What follows belongs to an exercise in optimizing a design on an open flow for small area, a short achievable clock period and few clock cycles per item; a production flow would make more cautious choices. In this exercise RTL edits were held to simulation tests only and were not proved equivalent to the original. Power figures rest on the tool's default switching activity, not on a simulated workload.

==> v12: inputs <==
## layer_ctrl_top
module layer_ctrl_top
(
	input  logic                 clk,
	input  logic                 arst_n,
	input  logic                 lc_isolation,
	input  logic [LC_ADDR_W-1:0] rx_addr,
	input  logic [LC_DATA_W-1:0] rx_data,
	input  logic                 rx_req,
	input  logic                 rx_pend,
	output logic                 rx_ack,
	output logic [LC_ADDR_W-1:0] tx_addr,
	output logic [LC_DATA_W-1:0] tx_data,
	output logic                 tx_req,
	output logic                 tx_pend,
	input  logic                 tx_ack
);
==> flow/config.mk <==
export PLATFORM = sky130hd
export DESIGN_NAME = layer_ctrl_top
export DESIGN_NICKNAME = layer_ctrl_top
export VERILOG_FILES = /design/flow/design.v
export SDC_FILE = /design/flow/constraint.sdc
export NUM_CORES = 4
export LEC_CHECK = 0
export CAP_MARGIN = 20
export CORE_MARGIN = 2
export CORE_UTILIZATION = 40
export SLEW_MARGIN = 20
==> flow/constraint.sdc <==
create_clock -name core_clock -period 5.0 [get_ports {clk}]
set_input_delay 1.0000 -clock core_clock [delete_from_list [all_inputs] [get_ports {clk}]]
set_output_delay 1.0000 -clock core_clock [all_outputs]
set_load 0.01 [all_outputs]
run.sh (not shown) runs the stock make flow with config.mk's settings and CLKGATE_MAP_FILE= SYNTH_SCRIPT=/design/flow/synth_recipe.tcl, a recipe that flattens the netlist after the stock synthesis.
==> v13: changes against v12 <==
--- a/flow/design.v
+++ b/flow/design.v
@@ -22,26 +22,34 @@
 	input  logic                 arst_n,
 	input  logic                 cnt_load,
 	input  logic [LC_ADDR_W-1:0] cnt_start,
 	input  logic                 len_load,
 	input  logic [LC_CNT_W-1:0]  cnt_len,
 	input  logic                 cnt_step,
 	input  logic                 len_step,
 	output logic [LC_ADDR_W-1:0] cnt_addr,
+	output logic [LC_ADDR_W-1:0] cnt_next,
 	output logic [LC_CNT_W-1:0]  remain
 );
+	always_comb
+	begin
+		if (cnt_load)
+			cnt_next = cnt_start;
+		else if (cnt_step)
+			cnt_next = cnt_addr + 1'b1;
+		else
+			cnt_next = cnt_addr;
+	end
 	always_ff @(posedge clk or negedge arst_n)
 	begin
 		if (!arst_n)
 			cnt_addr <= '0;
-		else if (cnt_load)
-			cnt_addr <= cnt_start;
-		else if (cnt_step)
-			cnt_addr <= cnt_addr + 1'b1;
+		else
+			cnt_addr <= cnt_next;
 	end
 	always_ff @(posedge clk or negedge arst_n)
 	begin
 		if (!arst_n)
 			remain <= '0;
 		else if (len_load)
 			remain <= cnt_len;
 		else if (len_step)
@@ -52,53 +60,66 @@
 import lc_pkg::*;
 module lc_regfile
 (
 	input  logic                    clk,
 	input  logic                    arst_n,
 	input  logic                    rf_load,
 	input  logic [LC_RF_ADDR_W-1:0] rf_waddr,
 	input  logic [LC_RF_DATA_W-1:0] rf_wdata,
-	input  logic [LC_RF_ADDR_W-1:0] rf_raddr,
+	input  logic [LC_RF_DEPTH-1:0]  rf_rsel,
 	output logic [LC_RF_DATA_W-1:0] rf_rdata
 );
 	logic [LC_RF_DATA_W-1:0] regs [LC_RF_DEPTH];
 	logic [LC_RF_DEPTH-1:0] valid;
 	always_ff @(posedge clk or negedge arst_n)
 	begin
 		if (!arst_n)
 			valid <= '0;
 		else if (rf_load)
 			valid[rf_waddr] <= 1'b1;
 	end
 	always_ff @(posedge clk)
 	begin
 		if (rf_load)
 			regs[rf_waddr] <= rf_wdata;
 	end
-	assign rf_rdata = valid[rf_raddr] ? regs[rf_raddr] : '0;
+	always_comb
+	begin
+		rf_rdata = '0;
+		for (int i = 0; i < LC_RF_DEPTH; i++)
+			rf_rdata = rf_rdata | (regs[i] & {LC_RF_DATA_W{rf_rsel[i] & valid[i]}});
+	end
 endmodule
 `timescale 1ns/10ps
 import lc_pkg::*;
 module lc_mem
 (
 	input  logic                     clk,
 	input  logic                     mem_we,
-	input  logic [LC_MEM_ADDR_W-1:0] mem_waddr,
+	input  logic [LC_MEM_DEPTH-1:0]  mem_ptr,
 	input  logic [LC_DATA_W-1:0]     mem_wdata,
-	input  logic [LC_MEM_ADDR_W-1:0] mem_raddr,
+	input  logic                     mem_ren,
 	output logic [LC_DATA_W-1:0]     mem_rdata
 );
 	logic [LC_DATA_W-1:0] mem [LC_MEM_DEPTH];
+	logic [LC_DATA_W-1:0] rd;
 	always_ff @(posedge clk)
 	begin
-		if (mem_we)
-			mem[mem_waddr] <= mem_wdata;
+		for (int i = 0; i < LC_MEM_DEPTH; i++)
+			if (mem_we && mem_ptr[i])
+				mem[i] <= mem_wdata;
+	end
+	always_comb
+	begin
+		rd = '0;
+		for (int i = 0; i < LC_MEM_DEPTH; i++)
+			rd = rd | (mem[i] & {LC_DATA_W{mem_ptr[i]}});
+		mem_rdata = rd & {LC_DATA_W{mem_ren}};
 	end
-	assign mem_rdata = mem[mem_raddr];
 endmodule
 `timescale 1ns/10ps
 import lc_pkg::*;
 module lc_isolation
 (
 	input  logic                 lc_isolation,
 	input  logic                 rx_ack_lc,
 	input  logic [LC_ADDR_W-1:0] tx_addr_lc,
@@ -128,17 +149,21 @@
 	input  logic [LC_ADDR_W-1:0]     rx_addr,
 	input  logic [LC_DATA_W-1:0]     rx_data,
 	input  logic                     rx_req,
 	input  logic                     rx_pend,
 	input  logic                     tx_ack,
 	input  logic [LC_RF_DATA_W-1:0]  rf_rdata,
 	input  logic [LC_DATA_W-1:0]     mem_rdata,
 	input  logic [LC_ADDR_W-1:0]     cnt_addr,
+	input  logic [LC_ADDR_W-1:0]     cnt_next,
 	input  logic [LC_CNT_W-1:0]      remain,
+	output logic [LC_MEM_DEPTH-1:0]  mem_ptr,
+	output logic                     mem_ren,
+	output logic [LC_RF_DEPTH-1:0]   rf_rsel,
 	output logic                     rx_ack_lc,
 	output logic [LC_ADDR_W-1:0]     tx_addr_lc,
 	output logic [LC_DATA_W-1:0]     tx_data_lc,
 	output logic                     tx_req_lc,
 	output logic                     tx_pend_lc,
 	output logic                     rf_load,
 	output logic                     mem_we,
 	output logic                     cnt_load,
@@ -147,16 +172,17 @@
 	output logic                     cnt_step,
 	output logic                     len_step
 );
 	logic [LC_FUNC_W-1:0] func;
 	logic take;
 	logic is_read;
 	logic in_msg;
 	logic rd_mem;
+	logic rd_mem_next;
 	logic tx_raise;
 	logic tx_done;
 	assign func = rx_addr[LC_FUNC_W-1:0];
 	assign take = rx_req && !rx_ack_lc;
 	assign is_read = (func == FUNC_RF_RD) || (func == FUNC_MEM_RD);
 	assign tx_done = tx_req_lc && tx_ack;
 	assign tx_raise = !tx_req_lc && !tx_ack && (remain != '0);
 	always_ff @(posedge clk or negedge arst_n)
@@ -176,23 +202,30 @@
 				tx_req_lc <= 1'b0;
 			else if (tx_raise)
 				tx_req_lc <= 1'b1;
 		end
 	end
 	always_ff @(posedge clk)
 	begin
 		if (take && is_read)
-		begin
 			tx_addr_lc <= rx_data[15:8];
-			rd_mem <= func[1];
-		end
+		rd_mem <= rd_mem_next;
 		tx_pend_lc <= (remain != LC_CNT_W'(1));
-		tx_data_lc <= rd_mem ? mem_rdata : {cnt_addr, rf_rdata};
+		tx_data_lc <= mem_rdata | {cnt_addr & {LC_ADDR_W{!rd_mem}}, rf_rdata};
+	end
+	assign rd_mem_next = (take && is_read) ? func[1] : rd_mem;
+	always_ff @(posedge clk)
+	begin
+		for (int i = 0; i < LC_MEM_DEPTH; i++)
+			mem_ptr[i] <= (cnt_next[LC_MEM_ADDR_W-1:0] == LC_MEM_ADDR_W'(i));
+		for (int i = 0; i < LC_RF_DEPTH; i++)
+			rf_rsel[i] <= !rd_mem_next && (cnt_next[LC_RF_ADDR_W-1:0] == LC_RF_ADDR_W'(i));
 	end
+	assign mem_ren = rd_mem;
 	assign rf_load = take && (func == FUNC_RF_WR);
 	assign mem_we = take && (func == FUNC_MEM_WR) && in_msg;
 	assign cnt_load = take && (is_read || (func == FUNC_MEM_WR && !in_msg));
 	assign cnt_start = is_read ? rx_data[31:24] : rx_data[7:0];
 	assign cnt_step = mem_we || tx_done;
 	assign len_load = take && is_read;
 	assign len_step = tx_done;
 endmodule
@@ -224,29 +257,37 @@
 	logic mem_we;
 	logic [LC_DATA_W-1:0] mem_rdata;
 	logic cnt_load;
 	logic [LC_ADDR_W-1:0] cnt_start;
 	logic len_load;
 	logic cnt_step;
 	logic len_step;
 	logic [LC_ADDR_W-1:0] cnt_addr;
+	logic [LC_ADDR_W-1:0] cnt_next;
 	logic [LC_CNT_W-1:0] remain;
+	logic [LC_MEM_DEPTH-1:0] mem_ptr;
+	logic mem_ren;
+	logic [LC_RF_DEPTH-1:0] rf_rsel;
 	lc_fsm u_fsm (
 		.clk        (clk),
 		.arst_n     (arst_n),
 		.rx_addr    (rx_addr),
 		.rx_data    (rx_data),
 		.rx_req     (rx_req),
 		.rx_pend    (rx_pend),
 		.tx_ack     (tx_ack),
 		.rf_rdata   (rf_rdata),
 		.mem_rdata  (mem_rdata),
 		.cnt_addr   (cnt_addr),
+		.cnt_next   (cnt_next),
 		.remain     (remain),
+		.mem_ptr    (mem_ptr),
+		.mem_ren    (mem_ren),
+		.rf_rsel    (rf_rsel),
 		.rx_ack_lc  (rx_ack_lc),
 		.tx_addr_lc (tx_addr_lc),
 		.tx_data_lc (tx_data_lc),
 		.tx_req_lc  (tx_req_lc),
 		.tx_pend_lc (tx_pend_lc),
 		.rf_load    (rf_load),
 		.mem_we     (mem_we),
 		.cnt_load   (cnt_load),
@@ -260,16 +301,17 @@
 		.arst_n    (arst_n),
 		.cnt_load  (cnt_load),
 		.cnt_start (cnt_start),
 		.len_load  (len_load),
 		.cnt_len   (rx_data[23:16]),
 		.cnt_step  (cnt_step),
 		.len_step  (len_step),
 		.cnt_addr  (cnt_addr),
+		.cnt_next  (cnt_next),
 		.remain    (remain)
 	);
 	lc_isolation u_isolation (
 		.lc_isolation (lc_isolation),
 		.rx_ack_lc    (rx_ack_lc),
 		.tx_addr_lc   (tx_addr_lc),
 		.tx_data_lc   (tx_data_lc),
 		.tx_req_lc    (tx_req_lc),
@@ -281,20 +323,20 @@
 		.tx_pend      (tx_pend)
 	);
 	lc_regfile u_regfile (
 		.clk      (clk),
 		.arst_n   (arst_n),
 		.rf_load  (rf_load),
 		.rf_waddr (rx_data[27:24]),
 		.rf_wdata (rx_data[23:0]),
-		.rf_raddr (cnt_addr[LC_RF_ADDR_W-1:0]),
+		.rf_rsel  (rf_rsel),
 		.rf_rdata (rf_rdata)
 	);
 	lc_mem u_mem (
 		.clk       (clk),
 		.mem_we    (mem_we),
-		.mem_waddr (cnt_addr[LC_MEM_ADDR_W-1:0]),
+		.mem_ptr   (mem_ptr),
 		.mem_wdata (rx_data),
-		.mem_raddr (cnt_addr[LC_MEM_ADDR_W-1:0]),
+		.mem_ren   (mem_ren),
 		.mem_rdata (mem_rdata)
 	);
 endmodule
==> flow/flow/run.sh (new file) <==
#!/bin/bash
# The standard layout, with the isolation input and every output port placed
# together on the die's edge, so that the isolation clamp's net stays short,
# and buf_4 as the port buffers.
set -euo pipefail
export BUFFER_PORTS_ARGS="-buffer_cell sky130_fd_sc_hd__buf_4"
export PLACE_PINS_ARGS="-group_pins {lc_isolation rx_ack tx_req tx_pend tx_addr[0] tx_addr[1] tx_addr[2] tx_addr[3] tx_addr[4] tx_addr[5] tx_addr[6] tx_addr[7] tx_data[0] tx_data[1] tx_data[2] tx_data[3] tx_data[4] tx_data[5] tx_data[6] tx_data[7] tx_data[8] tx_data[9] tx_data[10] tx_data[11] tx_data[12] tx_data[13] tx_data[14] tx_data[15] tx_data[16] tx_data[17] tx_data[18] tx_data[19] tx_data[20] tx_data[21] tx_data[22] tx_data[23] tx_data[24] tx_data[25] tx_data[26] tx_data[27] tx_data[28] tx_data[29] tx_data[30] tx_data[31]}"
bash standard.sh > standard.log 2>&1
==> flow/standard.sh (new file) <==
#!/bin/bash
# synth_recipe.tcl (not shown) runs the flow's synth.tcl, then flattens the netlist and writes it again
# the make line also repeats each setting of config.mk as NAME=value (left out here)
make -C /OpenROAD-flow-scripts/flow DESIGN_CONFIG=/design/flow/config.mk WORK_HOME=/design/flow/orfs CLKGATE_MAP_FILE= SYNTH_SCRIPT=/design/flow/synth_recipe.tcl "${@:-finish}"
==> flow/config.mk (replaced) <==
export PLATFORM = sky130hd
export DESIGN_NAME = layer_ctrl_top
export DESIGN_NICKNAME = layer_ctrl_top
export VERILOG_FILES = /design/flow/design.v
export SDC_FILE = /design/flow/constraint.sdc
export NUM_CORES = 4
export LEC_CHECK = 0
export CAP_MARGIN = 20
export CORE_MARGIN = 2
export CORE_UTILIZATION = 45
export CTS_CLUSTER_DIAMETER = 80
export CTS_CLUSTER_SIZE = 24
export SETUP_SLACK_MARGIN = 2.2
export SLEW_MARGIN = 20
export TNS_END_PERCENT = 5
removed: flow/run.sh
==> qor summary <==
|  | v13 | v12 |
|---|---|---|
| Status | timing/DRC/antenna clean | timing/DRC/antenna clean |
| Combinational-cell power consumption | 6.15 mW | 18.4 mW |
| Setup repair after global routing missed its margin | yes | no |
| Antenna cell count | 19 | 21 |
| Delay of the slowest cell on the worst path | 0.61 ns | 0.80 ns |
| Total wirelength of the detailed-routed design | 376 mm | 305 mm |
| Part of the power in registers | 57.2% | 38.5% |
| Max-slew headroom | 18.5% | 19.5% |
| Internal power summed over all cells | 30.9 mW | 40.8 mW |
| Global routing usage summed across all routing layers | 35.2% | 24.4% |
| Leakage power | 32.7 nW | 36.7 nW |
| IR Drop Worst-Case VDD | 0.411 mV | 0.360 mV |
| Proportion of synthesized area in mux cells | 0.125% | 6.97% |
| Drt initial violations | 13200 | 8122 |
| Last element of the critical path | u_mem.mem[53][13] | u_fsm.tx_data_lc[7] |
| Adder-cell area share of the yosys netlist | 0.122% | 0.0907% |
| H-tree depth | 4 | 5 |
| Relative area change from synthesis to final layout | 13.5% | 16.0% |
Testbench counts of v12, summed over its fixed seeds: cycles 11,902, words 5,951.
Testbench counts of v13, summed over its fixed seeds: cycles 11,902, words 5,951.

[what the ideal ports hide]
The results above use ideal ports. As a check the final layouts listed here were re-extracted and re-timed, cells and wires unchanged.
Step 1 assumes that a clkbuf_16 drives the clock port and a buf_2 every other input.
Step 2, shift: input delay + t, output delay - t, t = (earliest + latest rising clock arrival at the registers) / 2. This alone moves slack from input paths to output paths.
Slacks: ideal / step 1 / step 2; pairs: ideal / step 1.
| run | t, ns | setup slack, ns | clock arrival spread, ns |
|---|---|---|---|
| v12 | 0.980 | 0.544 / 0.544 / 0.309 | 0.071 / 0.071 |
| v13 | 0.931 | 1.915 / 1.915 / 1.246 | 0.045 / 0.045 |
After both steps setup and hold are still met in every run listed. The setup slack of v13, which loses most, moves by 0.000 ns with the drivers and by -0.669 ns with both steps.
